Source: an optimization exercise on an open RTL-to-GDS flow (aim: small area, a short achievable clock period and few clock cycles per item). Production flows keep margins and buffers that such runs may drop.
The RTL was checked by simulation tests, not by an equivalence proof against the original design.
No activity file was given, so power comes from the tool's default toggle rates.

[config.mk]
export PLATFORM = sky130hd
export DESIGN_NAME = limit_order_book_matcher
export DESIGN_NICKNAME = limit_order_book_matcher
export VERILOG_FILES = /design/flow/design.v
export SDC_FILE = /design/flow/constraint.sdc
export NUM_CORES = 4
export LEC_CHECK = 0
export CAP_MARGIN = 20
export CORE_MARGIN = 2
export CORE_UTILIZATION = 40
export SLEW_MARGIN = 20
[constraint.sdc]
create_clock -name core_clock -period 8.0 [get_ports {clk}]
set_input_delay 1.6000 -clock core_clock [delete_from_list [all_inputs] [get_ports {clk}]]
set_output_delay 1.6000 -clock core_clock [all_outputs]
set_load 0.01 [all_outputs]
[design.v]
package lobm_pkg;
	localparam int LEVELS_PER_SIDE_DEF  = 8;
	localparam int ORDERS_PER_LEVEL_DEF = 4;
	localparam int PRICE_W = 20;
	localparam int QTY_W   = 16;
	localparam int ID_W    = 32;
	localparam int KIND_W  = 2;
	localparam logic [KIND_W-1:0] KIND_MARKET = 2'd0;
	localparam logic [KIND_W-1:0] KIND_GTC    = 2'd1;
	typedef enum logic [3:0] {
		ST_IDLE,
		ST_OPP_INIT,
		ST_OPP_SCAN,
		ST_OPP_EVAL,
		ST_MSLOT_SCAN,
		ST_MSLOT_EVAL,
		ST_FILL,
		ST_REST_CHK,
		ST_OWN_SCAN,
		ST_OWN_EVAL,
		ST_RSLOT_SCAN,
		ST_RSLOT_EVAL,
		ST_REF_BID,
		ST_REF_ASK,
		ST_DONE
	} state_t;
	typedef enum logic [1:0] {
		SCAN_OPP,
		SCAN_OWN,
		SCAN_BID,
		SCAN_ASK
	} scan_sel_t;
	typedef struct packed {
		logic      load;
		logic      lscan_init;
		scan_sel_t lscan_sel;
		logic      lscan_step;
		logic      take_best;
		logic      take_own;
		logic      sscan_init;
		logic      sscan_step;
		logic      clear_level;
		logic      fill;
		logic      set_full;
		logic      rest_write;
		logic      save_bid;
		logic      emit_sum;
	} cmd_t;
	typedef struct packed {
		logic scan_last;
		logic best_found;
		logic limit_bad;
		logic slot_done;
		logic min_found;
		logic rem_zero;
		logic rest_wanted;
		logic own_avail;
		logic free_slot_found;
	} sts_t;
endpackage
module lobm_ram
	#(
		parameter int WIDTH = 16,
		parameter int DEPTH = 64
	)
	(
		input  logic                     clk,
		input  logic                     we,
		input  logic [$clog2(DEPTH)-1:0] waddr,
		input  logic [WIDTH-1:0]         wdata,
		input  logic [$clog2(DEPTH)-1:0] raddr,
		output logic [WIDTH-1:0]         rdata
	);
	logic [WIDTH-1:0] mem_q [DEPTH];
	always_ff @(posedge clk) begin
		if (we) begin
			mem_q[waddr] <= wdata;
		end
		rdata <= mem_q[raddr];
	end
endmodule
module lobm_ctrl
	(
		input  logic clk,
		input  logic arst_n,
		input  logic start,
		input  lobm_pkg::sts_t sts,
		output lobm_pkg::cmd_t cmd,
		output logic busy
	);
	lobm_pkg::state_t state_q, state_d;
	always_ff @(posedge clk or negedge arst_n) begin
		if (!arst_n) begin
			state_q <= lobm_pkg::ST_IDLE;
		end else begin
			state_q <= state_d;
		end
	end
	always_comb begin
		state_d = state_q;
		case (state_q)
			lobm_pkg::ST_IDLE:       if (start) state_d = lobm_pkg::ST_OPP_INIT;
			lobm_pkg::ST_OPP_INIT:   state_d = sts.rem_zero ? lobm_pkg::ST_REST_CHK : lobm_pkg::ST_OPP_SCAN;
			lobm_pkg::ST_OPP_SCAN:   if (sts.scan_last) state_d = lobm_pkg::ST_OPP_EVAL;
			lobm_pkg::ST_OPP_EVAL: begin
				if (!sts.best_found || sts.limit_bad) state_d = lobm_pkg::ST_REST_CHK;
				else state_d = lobm_pkg::ST_MSLOT_SCAN;
			end
			lobm_pkg::ST_MSLOT_SCAN: if (sts.slot_done) state_d = lobm_pkg::ST_MSLOT_EVAL;
			lobm_pkg::ST_MSLOT_EVAL: begin
				if (!sts.min_found) state_d = lobm_pkg::ST_OPP_INIT;
				else if (sts.rem_zero) state_d = lobm_pkg::ST_REST_CHK;
				else state_d = lobm_pkg::ST_FILL;
			end
			lobm_pkg::ST_FILL:       state_d = lobm_pkg::ST_MSLOT_SCAN;
			lobm_pkg::ST_REST_CHK:   state_d = sts.rest_wanted ? lobm_pkg::ST_OWN_SCAN : lobm_pkg::ST_REF_BID;
			lobm_pkg::ST_OWN_SCAN:   if (sts.scan_last) state_d = lobm_pkg::ST_OWN_EVAL;
			lobm_pkg::ST_OWN_EVAL:   state_d = sts.own_avail ? lobm_pkg::ST_RSLOT_SCAN : lobm_pkg::ST_REF_BID;
			lobm_pkg::ST_RSLOT_SCAN: if (sts.slot_done) state_d = lobm_pkg::ST_RSLOT_EVAL;
			lobm_pkg::ST_RSLOT_EVAL: state_d = lobm_pkg::ST_REF_BID;
			lobm_pkg::ST_REF_BID:    if (sts.scan_last) state_d = lobm_pkg::ST_REF_ASK;
			lobm_pkg::ST_REF_ASK:    if (sts.scan_last) state_d = lobm_pkg::ST_DONE;
			lobm_pkg::ST_DONE:       state_d = lobm_pkg::ST_IDLE;
			default:       state_d = lobm_pkg::ST_IDLE;
		endcase
	end
	always_comb begin
		cmd = '0;
		cmd.lscan_sel = lobm_pkg::SCAN_OPP;
		case (state_q)
			lobm_pkg::ST_IDLE:     cmd.load = start;
			lobm_pkg::ST_OPP_INIT: begin
				cmd.lscan_init = !sts.rem_zero;
				cmd.lscan_sel  = lobm_pkg::SCAN_OPP;
			end
			lobm_pkg::ST_OPP_SCAN: cmd.lscan_step = 1'b1;
			lobm_pkg::ST_OPP_EVAL: begin
				if (sts.best_found && !sts.limit_bad) begin
					cmd.take_best  = 1'b1;
					cmd.sscan_init = 1'b1;
				end
			end
			lobm_pkg::ST_MSLOT_SCAN: cmd.sscan_step = 1'b1;
			lobm_pkg::ST_MSLOT_EVAL: cmd.clear_level = !sts.min_found;
			lobm_pkg::ST_FILL: begin
				cmd.fill       = 1'b1;
				cmd.sscan_init = 1'b1;
			end
			lobm_pkg::ST_REST_CHK: begin
				cmd.lscan_init = 1'b1;
				cmd.lscan_sel  = sts.rest_wanted ? lobm_pkg::SCAN_OWN : lobm_pkg::SCAN_BID;
			end
			lobm_pkg::ST_OWN_SCAN: cmd.lscan_step = 1'b1;
			lobm_pkg::ST_OWN_EVAL: begin
				cmd.take_own   = sts.own_avail;
				cmd.sscan_init = sts.own_avail;
				cmd.set_full   = !sts.own_avail;
				cmd.lscan_init = !sts.own_avail;
				cmd.lscan_sel  = lobm_pkg::SCAN_BID;
			end
			lobm_pkg::ST_RSLOT_SCAN: cmd.sscan_step = 1'b1;
			lobm_pkg::ST_RSLOT_EVAL: begin
				cmd.rest_write = sts.free_slot_found;
				cmd.set_full   = !sts.free_slot_found;
				cmd.lscan_init = 1'b1;
				cmd.lscan_sel  = lobm_pkg::SCAN_BID;
			end
			lobm_pkg::ST_REF_BID: begin
				cmd.lscan_step = 1'b1;
				if (sts.scan_last) begin
					cmd.save_bid   = 1'b1;
					cmd.lscan_init = 1'b1;
					cmd.lscan_sel  = lobm_pkg::SCAN_ASK;
				end
			end
			lobm_pkg::ST_REF_ASK: cmd.lscan_step = 1'b1;
			lobm_pkg::ST_DONE:    cmd.emit_sum = 1'b1;
			default:    cmd = '0;
		endcase
	end
	assign busy = (state_q != lobm_pkg::ST_IDLE);
endmodule
module lobm_dp
	#(
		parameter int LEVELS_PER_SIDE  = lobm_pkg::LEVELS_PER_SIDE_DEF,
		parameter int ORDERS_PER_LEVEL = lobm_pkg::ORDERS_PER_LEVEL_DEF
	)
	(
		input  logic                clk,
		input  logic                arst_n,
		input  lobm_pkg::cmd_t                cmd,
		output lobm_pkg::sts_t                sts,
		input  logic                side,
		input  logic [lobm_pkg::KIND_W-1:0]   order_kind,
		input  logic [lobm_pkg::PRICE_W-1:0]  limit_price,
		input  logic [lobm_pkg::QTY_W-1:0]    quantity,
		input  logic [lobm_pkg::ID_W-1:0]     order_id,
		output logic                result_strobe,
		output logic                is_fill,
		output logic [lobm_pkg::ID_W-1:0]     maker_id,
		output logic [lobm_pkg::PRICE_W-1:0]  fill_price,
		output logic [lobm_pkg::QTY_W-1:0]    fill_quantity,
		output logic [lobm_pkg::QTY_W-1:0]    remaining,
		output logic                rested,
		output logic                status,
		output logic [lobm_pkg::PRICE_W-1:0]  reference_price,
		output logic                last
	);
	localparam int NLEV  = 2 * LEVELS_PER_SIDE;
	localparam int NSLOT = NLEV * ORDERS_PER_LEVEL;
	localparam int LW    = $clog2(NLEV);
	localparam int SW    = $clog2(NSLOT);
	localparam int IW    = (LEVELS_PER_SIDE > 1) ? $clog2(LEVELS_PER_SIDE) : 1;
	localparam int JW    = $clog2(ORDERS_PER_LEVEL + 1);
	localparam int JOW   = (ORDERS_PER_LEVEL > 1) ? $clog2(ORDERS_PER_LEVEL) : 1;
	logic               side_q;
	logic [lobm_pkg::KIND_W-1:0]  kind_q;
	logic [lobm_pkg::PRICE_W-1:0] limit_q;
	logic [lobm_pkg::QTY_W-1:0]   rem_q;
	logic [lobm_pkg::ID_W-1:0]    id_q;
	logic               rested_q, full_q;
	logic [lobm_pkg::PRICE_W-1:0] level_price_q [NLEV];
	logic [NLEV-1:0]    level_valid_q;
	logic [NSLOT-1:0]   slot_written_q;
	logic [IW-1:0]      i_q;
	logic               scan_side_q;
	logic [LW-1:0]      best_q;
	logic               best_found_q;
	logic [lobm_pkg::PRICE_W-1:0] best_price_q;
	logic [lobm_pkg::PRICE_W-1:0] bid_price_q;
	logic               bid_found_q;
	logic [LW-1:0]      match_lv_q, free_lv_q;
	logic               match_found_q, free_lv_found_q;
	logic [LW-1:0]      tgt_q;
	logic [lobm_pkg::PRICE_W-1:0] cur_price_q;
	logic [JW-1:0]      j_q;
	logic               rd_s1, qv_s1;
	logic [JOW-1:0]     rj_s1;
	logic [SW-1:0]      sa_s1;
	logic [SW-1:0]      min_slot_q, free_slot_q;
	logic               min_found_q, free_slot_found_q;
	logic [lobm_pkg::ID_W-1:0]    min_id_q;
	logic [lobm_pkg::QTY_W-1:0]   min_qty_q;
	logic               out_valid_q, out_fill_q, out_rested_q, out_status_q, out_last_q;
	logic [lobm_pkg::ID_W-1:0]    out_maker_q;
	logic [lobm_pkg::PRICE_W-1:0] out_price_q, out_ref_q;
	logic [lobm_pkg::QTY_W-1:0]   out_fq_q, out_rem_q;
	logic [LW-1:0]      lv;
	logic               lv_valid;
	logic [lobm_pkg::PRICE_W-1:0] lv_price;
	logic               lv_better;
	logic               issue;
	logic [SW-1:0]      raddr, waddr;
	logic [lobm_pkg::ID_W-1:0]    rd_id;
	logic [lobm_pkg::QTY_W-1:0]   rd_qty, slot_q, fq;
	logic               ram_we, id_we;
	logic [lobm_pkg::QTY_W-1:0]   qty_wdata;
	logic [lobm_pkg::PRICE_W:0]   mid_sum;
	logic [lobm_pkg::PRICE_W-1:0] ref_price;
	logic               scan_side_d;
	assign lv       = LW'(scan_side_q) * LW'(LEVELS_PER_SIDE) + LW'(i_q);
	assign lv_valid = level_valid_q[lv];
	assign lv_price = level_price_q[lv];
	assign lv_better = !best_found_q ||
		(!scan_side_q && lv_price > best_price_q) ||
		( scan_side_q && lv_price < best_price_q);
	assign issue  = j_q < JW'(ORDERS_PER_LEVEL);
	assign raddr  = SW'(tgt_q) * SW'(ORDERS_PER_LEVEL) + SW'(j_q);
	assign slot_q = qv_s1 ? rd_qty : '0;
	assign fq     = (rem_q < min_qty_q) ? rem_q : min_qty_q;
	assign ram_we    = cmd.fill || cmd.rest_write;
	assign id_we     = cmd.rest_write;
	assign waddr     = cmd.fill ? min_slot_q : free_slot_q;
	assign qty_wdata = cmd.fill ? (min_qty_q - fq) : rem_q;
	assign mid_sum = {1'b0, bid_price_q} + {1'b0, best_price_q};
	always_comb begin
		if (bid_found_q && best_found_q) ref_price = mid_sum[lobm_pkg::PRICE_W:1];
		else if (bid_found_q) ref_price = bid_price_q;
		else if (best_found_q) ref_price = best_price_q;
		else ref_price = '0;
	end
	always_comb begin
		case (cmd.lscan_sel)
			lobm_pkg::SCAN_OPP: scan_side_d = !side_q;
			lobm_pkg::SCAN_OWN: scan_side_d = side_q;
			lobm_pkg::SCAN_BID: scan_side_d = 1'b0;
			lobm_pkg::SCAN_ASK: scan_side_d = 1'b1;
			default:  scan_side_d = 1'b0;
		endcase
	end
	lobm_ram #(.WIDTH(lobm_pkg::ID_W), .DEPTH(NSLOT)) u_id_ram (
		.clk   (clk),
		.we    (id_we),
		.waddr (waddr),
		.wdata (id_q),
		.raddr (raddr),
		.rdata (rd_id)
	);
	lobm_ram #(.WIDTH(lobm_pkg::QTY_W), .DEPTH(NSLOT)) u_qty_ram (
		.clk   (clk),
		.we    (ram_we),
		.waddr (waddr),
		.wdata (qty_wdata),
		.raddr (raddr),
		.rdata (rd_qty)
	);
	always_ff @(posedge clk or negedge arst_n) begin
		if (!arst_n) begin
			level_valid_q  <= '0;
			slot_written_q <= '0;
			out_valid_q    <= 1'b0;
			rd_s1          <= 1'b0;
		end else begin
			out_valid_q <= cmd.fill || cmd.emit_sum;
			if (cmd.clear_level) level_valid_q[tgt_q] <= 1'b0;
			if (cmd.rest_write) level_valid_q[tgt_q] <= 1'b1;
			if (ram_we) slot_written_q[waddr] <= 1'b1;
			if (cmd.sscan_init) rd_s1 <= 1'b0;
			else if (cmd.sscan_step) rd_s1 <= issue;
		end
	end
	always_ff @(posedge clk) begin
		if (cmd.load) begin
			side_q   <= side;
			kind_q   <= order_kind;
			limit_q  <= limit_price;
			rem_q    <= quantity;
			id_q     <= order_id;
			rested_q <= 1'b0;
			full_q   <= 1'b0;
		end
		if (cmd.set_full) full_q <= 1'b1;
		if (cmd.rest_write) begin
			rested_q             <= 1'b1;
			level_price_q[tgt_q] <= limit_q;
		end
		if (cmd.save_bid) begin
			if (lv_valid && lv_better) begin
				bid_price_q <= lv_price;
				bid_found_q <= 1'b1;
			end else begin
				bid_price_q <= best_price_q;
				bid_found_q <= best_found_q;
			end
		end
		if (cmd.lscan_init) begin
			i_q             <= '0;
			scan_side_q     <= scan_side_d;
			best_found_q    <= 1'b0;
			match_found_q   <= 1'b0;
			free_lv_found_q <= 1'b0;
		end else if (cmd.lscan_step) begin
			i_q <= i_q + IW'(1);
			if (lv_valid && lv_better) begin
				best_q       <= lv;
				best_price_q <= lv_price;
				best_found_q <= 1'b1;
			end
			if (lv_valid && lv_price == limit_q && !match_found_q) begin
				match_lv_q    <= lv;
				match_found_q <= 1'b1;
			end
			if (!lv_valid && !free_lv_found_q) begin
				free_lv_q       <= lv;
				free_lv_found_q <= 1'b1;
			end
		end
		if (cmd.take_best) begin
			tgt_q       <= best_q;
			cur_price_q <= best_price_q;
		end
		if (cmd.take_own) tgt_q <= match_found_q ? match_lv_q : free_lv_q;
		if (cmd.sscan_init) begin
			j_q               <= '0;
			min_found_q       <= 1'b0;
			free_slot_found_q <= 1'b0;
		end else if (cmd.sscan_step) begin
			if (issue) j_q <= j_q + JW'(1);
			rj_s1 <= JOW'(j_q);
			sa_s1 <= raddr;
			qv_s1 <= slot_written_q[raddr];
			if (rd_s1) begin
				if (slot_q != '0 && (!min_found_q || rd_id < min_id_q)) begin
					min_found_q <= 1'b1;
					min_slot_q  <= sa_s1;
					min_id_q    <= rd_id;
					min_qty_q   <= slot_q;
				end
				if (slot_q == '0 && !free_slot_found_q) begin
					free_slot_found_q <= 1'b1;
					free_slot_q       <= sa_s1;
				end
			end
		end
		if (cmd.fill) begin
			rem_q        <= rem_q - fq;
			out_fill_q   <= 1'b1;
			out_maker_q  <= min_id_q;
			out_price_q  <= cur_price_q;
			out_fq_q     <= fq;
			out_rem_q    <= '0;
			out_rested_q <= 1'b0;
			out_status_q <= 1'b0;
			out_ref_q    <= '0;
			out_last_q   <= 1'b0;
		end else if (cmd.emit_sum) begin
			out_fill_q   <= 1'b0;
			out_maker_q  <= '0;
			out_price_q  <= '0;
			out_fq_q     <= '0;
			out_rem_q    <= rem_q;
			out_rested_q <= rested_q;
			out_status_q <= full_q;
			out_ref_q    <= ref_price;
			out_last_q   <= 1'b1;
		end
	end
	assign sts.scan_last       = (i_q == IW'(LEVELS_PER_SIDE - 1));
	assign sts.best_found      = best_found_q;
	assign sts.limit_bad       = (kind_q != lobm_pkg::KIND_MARKET) &&
		((!side_q && best_price_q > limit_q) || (side_q && best_price_q < limit_q));
	assign sts.slot_done       = rd_s1 && (rj_s1 == JOW'(ORDERS_PER_LEVEL - 1));
	assign sts.min_found       = min_found_q;
	assign sts.rem_zero        = (rem_q == '0);
	assign sts.rest_wanted     = (kind_q == lobm_pkg::KIND_GTC) && (rem_q != '0);
	assign sts.own_avail       = match_found_q || free_lv_found_q;
	assign sts.free_slot_found = free_slot_found_q;
	assign result_strobe   = out_valid_q;
	assign is_fill         = out_fill_q;
	assign maker_id        = out_maker_q;
	assign fill_price      = out_price_q;
	assign fill_quantity   = out_fq_q;
	assign remaining       = out_rem_q;
	assign rested          = out_rested_q;
	assign status          = out_status_q;
	assign reference_price = out_ref_q;
	assign last            = out_last_q;
endmodule
module limit_order_book_matcher
	#(
		parameter int LEVELS_PER_SIDE  = lobm_pkg::LEVELS_PER_SIDE_DEF,
		parameter int ORDERS_PER_LEVEL = lobm_pkg::ORDERS_PER_LEVEL_DEF
	)
	(
		input  logic               clk,
		input  logic               arst_n,
		input  logic               start,
		output logic               busy,
		input  logic               side,
		input  logic [lobm_pkg::KIND_W-1:0]  order_kind,
		input  logic [lobm_pkg::PRICE_W-1:0] limit_price,
		input  logic [lobm_pkg::QTY_W-1:0]   quantity,
		input  logic [lobm_pkg::ID_W-1:0]    order_id,
		output logic               result_strobe,
		output logic               is_fill,
		output logic [lobm_pkg::ID_W-1:0]    maker_id,
		output logic [lobm_pkg::PRICE_W-1:0] fill_price,
		output logic [lobm_pkg::QTY_W-1:0]   fill_quantity,
		output logic [lobm_pkg::QTY_W-1:0]   remaining,
		output logic               rested,
		output logic               status,
		output logic [lobm_pkg::PRICE_W-1:0] reference_price,
		output logic               last
	);
	lobm_pkg::cmd_t cmd;
	lobm_pkg::sts_t sts;
	lobm_ctrl u_ctrl (
		.clk    (clk),
		.arst_n (arst_n),
		.start  (start),
		.sts    (sts),
		.cmd    (cmd),
		.busy   (busy)
	);
	lobm_dp #(
		.LEVELS_PER_SIDE  (LEVELS_PER_SIDE),
		.ORDERS_PER_LEVEL (ORDERS_PER_LEVEL)
	) u_dp (
		.clk             (clk),
		.arst_n          (arst_n),
		.cmd             (cmd),
		.sts             (sts),
		.side            (side),
		.order_kind      (order_kind),
		.limit_price     (limit_price),
		.quantity        (quantity),
		.order_id        (order_id),
		.result_strobe   (result_strobe),
		.is_fill         (is_fill),
		.maker_id        (maker_id),
		.fill_price      (fill_price),
		.fill_quantity   (fill_quantity),
		.remaining       (remaining),
		.rested          (rested),
		.status          (status),
		.reference_price (reference_price),
		.last            (last)
	);
endmodule
[run.sh]
#!/bin/bash
# synth_recipe.tcl (not shown) runs the flow's synth.tcl, then flattens the netlist and writes it again
# the make line also repeats each setting of config.mk as NAME=value (left out here)
make -C /OpenROAD-flow-scripts/flow DESIGN_CONFIG=/design/flow/config.mk WORK_HOME=/design/flow/orfs CLKGATE_MAP_FILE= SYNTH_SCRIPT=/design/flow/synth_recipe.tcl finish
==> results by group <==
Timing
  – Min cycle time layout: 6.12 ns
  – Max Slew Vio Count: 0
  – Worst slew margin: 0.250
  – Final setup TNS: 0 ns
  – Final worst slack: 1.88 ns
  – Hold Vio Cnt, Final: 0
  – Final setup vio count: 0
  – Pin slew with the least headroom to its limit: 1.10 ns
  – Highest Clock Rate: ~160 MHz
  – Final Skew: 0.0828 ns
  – Fin Hold WS: 0.428 ns
  – Final worst-path cycle share: 0.765
  – RSZ-0062 raised after global routing: no

Clock tree
  – Longest Clk Path Bufs: 4
  – CTS tree: done
  – CTS Hold Bufs: 0
  – TritonCTS Buffers: 386
  – Cts repair resizes: 0
  – Clock tree root driver cell: clkbuf_16
  – Post CTS Setup Buffer Count: 0
  – Clk slew on worst S/H paths: 0.06 ns
  – Worst skew pair latency: 0.93 ns
  – Clock Sinks: 3,863
  – H-Tree Depth: 5

Drt
  – DR vias: approximately 74,000
  – 1st-iter DRT viols: ~9,000
  – Drt total wl: 391,000 um
  – DRT Pass-1 Iters: 6
  – Drt wl/cell: around 31 um
  – DR DRC count: 0
  – Routed vias/inst: 5.77
  – Post-route ant nets: 0

Final layout
  – Filler cells: about 31,000
  – Final layout net count: between 7,000 and 8,000
  – Share of layout cells above drive strength 1: 0.272
  – Layout area overhead: 14.7%
  – Design area: 0.174 sq mm

Die
  – Initial core utilization: 0.403
  – IO Pins: 184
  – Chip Height: 619 um
  – Die width: 619 um
  – Core Rows: 225
  – Die area: 0.384 sq mm
  – Core area: ~0.38 sq mm

Setup path
  – Worst EP required: ~8.7 ns
  – Max Fanout on Critical Path: 33
  – Worst endpoint data arrival time: 6.79 ns
  – CP Class: flop to flop
  – Crit. End Element: flop
  – Setup crit start kind: flop

Synthesis
  – Cell with the most instances after synthesis: edfxtp_1
  – Synth Area per Inst: 21.7 sq um
  – Net Count, Synth: 7,193
  – Post-Synthesis Cells: 6,986
  – Simple-gate area share of the yosys netlist: 0.0235
  – Compound-Gate Fraction of Synth Area: 0.0210
  – Dominant cells by area after synthesis: edfxtp_1, mux4_2, dfrtp_1, dfxtp_1, ha_1
  – Async SR Flop Fraction: 0.0223
  – Netlist cell types: 97
  – Post-Syn Area: 0.152 sq mm
  – Xor/xnor share of the synthesized area: 0.00387
  – Combinational family with the most area after synthesis: multiplexers
  – Area leader, netlist: edfxtp_1
  – Post-synthesis mux area share: 0.172
  – Post-synthesis sequential area ratio: 0.756
  – Adder-cell share of the synthesized area: 0.0113
  – #FFs+latches synth: 3,863
  – Yosys top cell area share: 0.729
  – Post-synth EDFFs: 3,676
  – Synth Flop Type: edfxtp_1
  – Most frequent cells after synthesis: edfxtp_1, mux4_2, nor2_1
  – Syn. warnings: 4

Placed design
  – Placer Congestion: 0.879
  – Dpl cell area: 0.161 sq mm
  – Post-DP HPWL: ~220,000 um
  – Place WS: 1.82 ns
  – IO Port Bufs: 183

GRT
  – First-pass GRT wire length: 555,000 um
  – Initial antenna violation count: 32
  – Largest net degree at the start of global routing: approximately 130
  – Total Routing Usage GR: 0.202
  – Vias in the first global route: 74,300
  – Grt ovf: 0

Pwr
  – Int Pwr: 40.7 mW
  – Seq pwr share: 0.430
  – Leak pwr: approximately 55 nW
  – Power Density: 330 mW/mm^2
  – P_sw: 16.6 mW
  – Worst VDD drop: 222 uV
  – Clock power share: 0.313
  – Comb pwr share: 0.257
  – Switching fraction of total power: 0.290
  – Final Power: 57.3 mW

Hold path
  – HP Class: flop to flop

Run status
  – Status: timing/DRC/antenna clean

Job
  – Max-cap viol count: 0
-- placed cells by master (no fill, tap or decap), types with 11 or more instances in the layout --
master / Yosys / layout
nand3_1: 49 / 47
nor2b_1: 14 / 13
clkdlybuf4s50_1: 0 / 182
nor2_1: 303 / 207
edfxtp_1: 3676 / 3676
nand2_1: 237 / 235
and3_1: 14 / 14
dfxtp_1: 101 / 96
xor2_1: 19 / 17
inv_1: 122 / 120
nand2b_1: 21 / 21
diode_2: 0 / 13
nor3_1: 31 / 25
xnor2_1: 48 / 48
o21ai_0: 108 / 105
clkinv_1: 0 / 81
clkbuf_16: 0 / 398
o21bai_1: 64 / 64
clkbuf_1: 214 / 79
mux4_2: 1125 / 1125
a211oi_1: 13 / 13
buf_4: 8 / 224
clkinv_2: 0 / 58
nor2_4: 0 / 91
and2_1: 47 / 47
nor4_1: 13 / 11
ha_1: 130 / 128
a21oi_1: 95 / 90
a21o_1: 52 / 52
dfrtp_1: 86 / 86
mux2i_1: 37 / 36
mux2_2: 29 / 29
a31oi_1: 15 / 14
buf_12: 0 / 17
bufinv_16: 0 / 38
clkinvlp_4: 0 / 14
nand4_1: 22 / 22
-- final timing paths --
check,to,slack [ns],cells after the start,start
worst max-delay path,u_dp.u_qty_ram.mem_q[62][12],1.88,18,u_dp.min_qty_q[11]
worst min-delay path,u_dp.min_id_q[0],0.43,0,u_dp.u_id_ram.rdata[0]
worst max register to register,u_dp.u_qty_ram.mem_q[62][12],1.88,18,u_dp.min_qty_q[11]
worst min register to register,u_dp.min_id_q[0],0.43,0,u_dp.u_id_ram.rdata[0]
max in group asynchronous,u_dp.slot_written_q[62],6.18,2,arst_n
min in group asynchronous,u_dp.out_valid_q,0.62,1,arst_n
-- cell type report --
type	instances	area, sq um	area share
flip-flops and latches	3863	115000	0.660
repair buffers	423	3840	0.0221
clock inverters	209	2070	0.0119
diodes	13	32.5	0.000187
multi-input cells	2658	36100	0.208
inverters	124	470	0.00271
clock buffers	487	10400	0.0598
well taps	4994	6250	0.0360
-- per-stage QoR --
stage / utilization / cells
final: 0.462 / 12800
after detailed placement: 0.428 / 12100
after global routing: 0.461 / 12800
after floorplan: - / 6986
after CTS: 0.461 / 12800
after global placement: 0.428 / 12100
-- flip-flops by register name, indices dropped and copies added (netlist names), 20 cells and up --
| signal | cells |
|---|---|
| u_dp.slot_written_q | 64 |
| u_dp.out_price_q | 20 |
| u_dp.u_id_ram.rdata | 32 |
| u_dp.out_ref_q | 20 |
| u_dp.u_id_ram.mem_q | 2048 |
| u_dp.level_price_q | 320 |
| u_dp.best_price_q | 20 |
| u_dp.u_qty_ram.mem_q | 1024 |
| u_dp.bid_price_q | 20 |
| u_dp.cur_price_q | 20 |
| u_dp.id_q | 32 |
| u_dp.limit_q | 20 |
| u_dp.min_id_q | 32 |
| u_dp.out_maker_q | 32 |
-- per-layer routing --
layer  global-route usage  share of wire  up-vias
met3               0.0357          0.075      458
met5                    0       0.000087        -
met4               0.0407          0.018        6
met2                0.324           0.48     2868
met1                0.291           0.43    40200
li1                     -              -    30100
-- cells by family (layout without fill, tap and decap cells) --
family,count (synthesis),count (layout)
DFF,3863,3863
and+or+nand+nor,791,791
xor gates and xnor gates,67,67
other,0,13
muxes,1193,1193
AOI/OAI and AO/OA,471,471
buffers and inverters,465,1243
adders and majority gates,136,136
-- power by group through the flow --
stage               Combinational [mW]  Sequential, mW  Clock (mW)
floorplan                         9.57            24.9           0
global placement                  14.7            25.1           0
finish                            14.7            24.6        17.9
CTS                               14.8            24.7        18.3
detailed placement                14.8            25.1           0
global route                      15.7            24.7        19.0
-- worst max-delay path: stages (launching register included) --
cell,delay [ns]
edfxtp_1,0.65
inv_1,0.09
ha_1,0.33
and4_4,0.21
and3_1,0.19
nor3_1,0.41
nand3_2,0.17
mux2i_1,0.39
inv_1,0.17
fa_1,0.56
inv_1,0.19
a211oi_1,0.09
or3_4,0.42
o211ai_2,0.29
o31a_4,0.21
a32oi_1,0.12
xor2_1,0.19
o21ai_4,0.69
buf_4,0.43
Testbench counts, summed over its fixed seeds: cycles 338,715, orders 8,000.

-- re-timing with driven ports --
The flow's constraints put no driver on any port. The routed layout listed below was extracted and timed again, unchanged, in two steps. Step 1 assumes that a clkbuf_16 drives the clock port and a buf_2 every other input. Step 2, shift: input delay + t, output delay - t, t = (earliest + latest rising clock arrival at the registers) / 2. This alone moves slack from input paths to output paths. Three values: ideal ports, drivers, drivers and shift; two values: the first two.
shift t [ns]: 1.002
setup WS [ns]: 1.884 / 1.884 / 1.884
cell pins on the clock port's net: 1
After both steps this run still meets setup and hold. The setup slack of this run moves by 0.000 ns with the drivers and by 0.000 ns with both steps.
